What follows belongs to an exercise in optimizing a design on an open flow for small area, a short achievable clock period and few clock cycles per item; a production flow would make more cautious choices.
Only simulation tests tie the RTL to the original design; equivalence was not proved.

before:
==> flow/design.v (excerpt) <==
module sha256_stream_hasher_top (
	input  logic       clk,
	input  logic       arst_n,
	input  logic       s_axis_tvalid,
	output logic       s_axis_tready,
	input  logic [7:0] s_axis_tdata,
	input  logic       s_axis_tuser,
	output logic       m_axis_tvalid,
	input  logic       m_axis_tready,
	output logic [7:0] m_axis_tdata,
	output logic       m_axis_tlast,
	input  logic       cfg_we,
	input  logic [5:0] cfg_wdata
);
==> flow/config.mk <==
export PLATFORM = sky130hd
export DESIGN_NAME = sha256_stream_hasher_top
export DESIGN_NICKNAME = sha256_stream_hasher_top
export VERILOG_FILES = /design/flow/design.v
export SDC_FILE = /design/flow/constraint.sdc
export NUM_CORES = 4
export LEC_CHECK = 0
export CAP_MARGIN = 20
export CORE_MARGIN = 2
export CORE_UTILIZATION = 45
export CTS_BUF_LIST = sky130_fd_sc_hd__clkbuf_16
export CTS_CLUSTER_DIAMETER = 65
export CTS_CLUSTER_SIZE = 35
export GPL_ROUTABILITY_DRIVEN = 0
export PLACE_DENSITY = 0.6
export SLEW_MARGIN = 20
==> flow/constraint.sdc <==
create_clock -name core_clock -period 12.0 [get_ports {clk}]
set_input_delay 2.4000 -clock core_clock [delete_from_list [all_inputs] [get_ports {clk}]]
set_output_delay 2.4000 -clock core_clock [all_outputs]
set_load 0.01 [all_outputs]
standard.sh (not shown) runs the stock make flow with config.mk's settings and CLKGATE_MAP_FILE= SYNTH_SCRIPT=/design/flow/synth_recipe.tcl, a recipe that flattens the netlist after the stock synthesis.
==> flow/flow/run.sh <==
#!/bin/bash
set -o pipefail
export SETUP_SLACK_MARGIN=8
bash standard.sh > standard.log 2>&1
before finished every step from synthesis to the final layout, and the layout passed the timing, design-rule and antenna checks.
Testbench counts of before, summed over its fixed seeds: cycles 53,284, bytes 44,000.
Relative to before, the following input files were edited for after:
--- a/flow/design.v
+++ b/flow/design.v
@@ -271,39 +271,29 @@
 		he_q[3] <= he_q[2];
 	end
 	logic [4:0] kr_q;
 	logic [5:0] nlim_q, ncap;
 	logic       ov_q, ol_q;
 	logic [7:0] od_q;
-	logic       oload, avail, take;
-	logic [1:0] wpos;
+	logic       oload;
+	word_t      hw;
+	logic [1:0] hpos_a, hpos_e;
 	logic [7:0] hbyte;
 	logic       klast;
 	assign ncap = (dlen_q > 6'd32) ? 6'd32 : dlen_q;
-	assign wpos = kr_q[3:2] + ph_q + 2'(kr_q[4]);
-	assign avail = wpos == kr_q[1:0];
-	always_comb begin
-		case ({kr_q[4], kr_q[1:0]})
-			3'd0: hbyte = ha_q[0][31:24];
-			3'd1: hbyte = ha_q[1][23:16];
-			3'd2: hbyte = ha_q[2][15:8];
-			3'd3: hbyte = ha_q[3][7:0];
-			3'd4: hbyte = he_q[0][31:24];
-			3'd5: hbyte = he_q[1][23:16];
-			3'd6: hbyte = he_q[2][15:8];
-			default: hbyte = he_q[3][7:0];
-		endcase
-	end
+	assign hpos_a = kr_q[3:2] + ph_q;
+	assign hpos_e = kr_q[3:2] + ph_q + 2'd1;
+	assign hw = kr_q[4] ? he_q[hpos_e] : ha_q[hpos_a];
+	assign hbyte = hw[8 * (3 - kr_q[1:0]) +: 8];
 	assign klast = {1'b0, kr_q} == nlim_q - 6'd1;
 	assign oload = !ov_q || m_axis_tready;
-	assign take = oload && dpend_q && avail;
 	assign m_axis_tvalid = ov_q;
 	assign m_axis_tdata = od_q;
 	assign m_axis_tlast = ol_q;
 	always_ff @(posedge clk) begin
-		if (take) begin
+		if (oload) begin
 			od_q <= hbyte;
 			ol_q <= klast;
 		end
 	end
 	always_ff @(posedge clk or negedge arst_n) begin
 		if (!arst_n) begin
@@ -352,16 +342,17 @@
 					viv_q <= est_q != E_ROUND;
 					dpend_q <= ncap != 6'd0;
 					nlim_q <= ncap;
 					kr_q <= '0;
 				end
 			end
-			if (oload)
-				ov_q <= take;
-			if (take) begin
-				kr_q <= kr_q + 5'd1;
-				if (klast)
-					dpend_q <= 1'b0;
+			if (oload) begin
+				ov_q <= dpend_q;
+				if (dpend_q) begin
+					kr_q <= kr_q + 5'd1;
+					if (klast)
+						dpend_q <= 1'b0;
+				end
 			end
 		end
 	end
 endmodule
==> comparison <==
Re cell count: before was lower than after. Compared with before, number of non-clock buffers in after increased by a few percent. Area used by multi-input combinational logic up 1700 um^2 in after wrt before. Mapped cell area: lower on before. Utilization before -> after: down.
Testbench counts of after, summed over its fixed seeds: cycles 53,124, bytes 44,000.

* * *

v6:
Another version of the RTL of sha256_stream_hasher_top (not shown whole).
Size: ~7200 cells after synthesis, roughly 1700 flip-flops, about 31 I/O pins, about 75000 um2 of cells after synthesis.
export LEC_CHECK = 0
export CAP_MARGIN = 20
export CORE_MARGIN = 2
export CORE_UTILIZATION = 45
export PLACE_DENSITY = 0.6
export SLEW_MARGIN = 20
create_clock -name core_clock -period 12.0 [get_ports {clk}]
==> flow/flow/run.sh <==
#!/bin/bash
set -o pipefail
cp standard.sh standard_sh_copy.log
export SETUP_SLACK_MARGIN=8
bash standard.sh > standard.log 2>&1
The flow did not stop early for v6: all stages ran, and the layout cleared the timing, design-rule and antenna checks.
Testbench counts of v6, summed over its fixed seeds: cycles 53,092, bytes 44,000.
Relative to v6, the following input files were edited for v7:
-- flow/design.v --
<<< v6, line 99
	logic         nb_q;            
	logic         bfirst_q, blast_q;
	logic [54:0]  hi_q;            
	logic [5:0]   lo_q;            
	logic         hinc_q;          
	logic         load;            
	logic         room, sh;
>>> v7, line 99
	logic         nb_q;            
	logic         bfirst_q, blast_q;
	logic [60:0]  cnt_q;           
	logic         load;            
	logic         room, sh;
<<< v6, line 107
	logic [63:0]  bitlen;
	logic         rdy_d;
	assign bitlen = {hi_q, lo_q, 3'b000};
	assign room = !fc_q[6] || load;
	assign fc_base = load ? 7'd0 : fc_q;
>>> v7, line 105
	logic [63:0]  bitlen;
	logic         rdy_d;
	assign bitlen = {cnt_q, 3'b000};
	assign room = !fc_q[6] || load;
	assign fc_base = load ? 7'd0 : fc_q;
<<< v6, line 138
		if (sh)
			blk_q <= {blk_q[503:0], sb};
		if (md_q == M_DATA && v1_q && f1_q)
			lo_q <= fc_q[5:0];
	end
	always_ff @(posedge clk or negedge arst_n) begin
>>> v7, line 136
		if (sh)
			blk_q <= {blk_q[503:0], sb};
	end
	always_ff @(posedge clk or negedge arst_n) begin
<<< v6, line 148
			bfirst_q <= 1'b0;
			blast_q <= 1'b0;
			hi_q <= '0;
			hinc_q <= 1'b0;
			rdy_q <= 1'b0;
		end else begin
>>> v7, line 144
			bfirst_q <= 1'b0;
			blast_q <= 1'b0;
			cnt_q <= '0;
			rdy_q <= 1'b0;
		end else begin
<<< v6, line 155
			md_q <= md_d;
			rdy_q <= rdy_d;
			hinc_q <= md_q == M_DATA && v1_q && !f1_q && fc_q[5:0] == 6'd63;
			if (hinc_q)
				hi_q <= hi_q + 55'd1;
			else if (md_q == M_LEN && fc_d == 7'd64)
				hi_q <= '0;
			if (sh && fc_d == 7'd64) begin
				bfirst_q <= nb_q;
>>> v7, line 150
			md_q <= md_d;
			rdy_q <= rdy_d;
			if (md_q == M_DATA && v1_q && !f1_q)
				cnt_q <= cnt_q + 61'd1;
			else if (md_q == M_LEN && fc_d == 7'd64)
				cnt_q <= '0;
			if (sh && fc_d == 7'd64) begin
				bfirst_q <= nb_q;
<<< v6, line 171
	logic [1:0]  st_q;
	logic [5:0]  rc_q, rc_d;       
	logic [5:0]  rcn_q;            
	word_t       kc_q;              
	logic        lq_q;             
>>> v7, line 165
	logic [1:0]  st_q;
	logic [5:0]  rc_q, rc_d;       
	word_t       kc_q;              
	logic        lq_q;             
<<< v6, line 185
	word_t w0, w1, w9, w14, wnew;
	word_t s0, s1, ch, mj, a_new, e_new;
	word_t r_s, r_c, t_s, t_c, e_s, e_c, u_s, u_c, v_s, v_c, q_s, q_c, x_s, x_c, y_s, y_c;
	function automatic logic [63:0] csa(input word_t x, input word_t y, input word_t z);
		word_t cy;
>>> v7, line 178
	word_t w0, w1, w9, w14, wnew;
	word_t s0, s1, ch, mj, a_new, e_new;
	word_t t_s, t_c, e_s, e_c, u_s, u_c, v_s, v_c, q_s, q_c, x_s, x_c, y_s, y_c;
	function automatic logic [63:0] csa(input word_t x, input word_t y, input word_t z);
		word_t cy;
<<< v6, line 204
	assign s0 = sha256_pkg::bsig0(a_q);
	assign mj = (a_q & b_q) | (c_q & (a_q | b_q));
	assign {t_s, t_c} = csa(p_q, ch, mj);
	assign {u_s, u_c} = csa(t_s, t_c, s1);
	assign {v_s, v_c} = csa(u_s, u_c, s0);
	assign {r_s, r_c} = csa(p_q, ch, d_q);
	assign {e_s, e_c} = csa(r_s, r_c, s1);
	assign e_new = e_s + e_c;
	assign a_new = v_s + v_c;
>>> v7, line 197
	assign s0 = sha256_pkg::bsig0(a_q);
	assign mj = (a_q & b_q) | (c_q & (a_q | b_q));
	assign {t_s, t_c} = csa(p_q, s1, ch);
	assign {e_s, e_c} = csa(t_s, t_c, d_q);
	assign {u_s, u_c} = csa(t_s, t_c, s0);
	assign {v_s, v_c} = csa(u_s, u_c, mj);
	assign e_new = e_s + e_c;
	assign a_new = v_s + v_c;
<<< v6, line 224
	assign a_in = ivsel ? iva : add ? sa : d_q;
	assign e_in = ivsel ? ive : add ? se : h_q2;
	assign rc_d = load ? 6'd0 : rcn_q;
	assign load = fc_q[6] && ph_q == 2'd2 && (st_q == E_IDLE || st_q == E_ADD);
	always_ff @(posedge clk) begin
>>> v7, line 216
	assign a_in = ivsel ? iva : add ? sa : d_q;
	assign e_in = ivsel ? ive : add ? se : h_q2;
	assign rc_d = load ? 6'd0 : rc_q + 6'd1;
	assign load = fc_q[6] && ph_q == 2'd2 && (st_q == E_IDLE || st_q == E_ADD);
	always_ff @(posedge clk) begin
<<< v6, line 236
		h_q2 <= g_q;
		p_q <= q_s + q_c;
		kc_q <= load ? sha256_pkg::round_k(6'd0) : sha256_pkg::round_k(rcn_q);
		if (load)
			w_q <= blk_q;
>>> v7, line 228
		h_q2 <= g_q;
		p_q <= q_s + q_c;
		kc_q <= sha256_pkg::round_k(rc_d);
		if (load)
			w_q <= blk_q;
<<< v6, line 279
			st_q <= E_IDLE;
			rc_q <= '0;
			rcn_q <= 6'd1;
			lq_q <= 1'b0;
			nf_q <= 1'b0;
>>> v7, line 271
			st_q <= E_IDLE;
			rc_q <= '0;
			lq_q <= 1'b0;
			nf_q <= 1'b0;
<<< v6, line 293
			ph_q <= ph_q + 2'd1;
			rc_q <= rc_d;
			rcn_q <= rc_d + 6'd1;
			if (load) begin
				lq_q <= 1'b1;
>>> v7, line 284
			ph_q <= ph_q + 2'd1;
			rc_q <= rc_d;
			if (load) begin
				lq_q <= 1'b1;
==> run summary <==
- Comparing v6 and v7, the lower net total in the final layout is on v7.
- Non-clock buffer count (v7 over v6): increase, 9
- v7: share of cells above drive strength 1 0.17 points below v6
- [compare] base=v6 new=v7: proportion of cell area occupied by registers rose 0.47 points, largest net degree at the start of global routing fell about 12%.
- [v7 vs v6] global-route usage: higher in v7
- Compared with v6, v7 shows total length of routed wires that has gone up slightly.
- v7: global-route wire length before repair about 1% below v6
- Going from v6 to v7, length of routed met3 wiring picked up an extra 4100 um, clock skew higher, count of placed standard cells in the final layout, fillers left out lost 204, sequential cell count decreased by 0.40% relative to the old numbers, setup slack of the critical path after layout went down.
Testbench counts of v7, summed over its fixed seeds: cycles 53,092, bytes 44,000.

==> what the ideal ports hide <==
The results above use ideal ports. As a check the final layouts listed here were re-extracted and re-timed, cells and wires unchanged. Step 1, drivers: a clkbuf_16 drives clk and a buf_2 each remaining input, both assumed. Step 2 times the ports against the registers' clock, not the clock port: input delays grow and output delays shrink by t, the midpoint of the rising clock arrivals with the driver on. a / b / c = ideal ports / drivers / drivers and shift; a / b = the first two.
run | t (ns) | setup WS [ns] | cell pins on the clock port's net
before | 0.857 | 7.898 / 7.898 / 7.781 | 1
after | 0.858 | 7.947 / 7.947 / 7.777 | 1
v6 | 0.915 | 7.168 / 7.168 / 7.168 | 1
v7 | 0.887 | 6.992 / 6.992 / 6.992 | 1
After both steps every run listed still meets setup and hold. For after, which loses most, drivers alone change the setup slack by 0.000 ns; drivers and shift together by -0.170 ns.
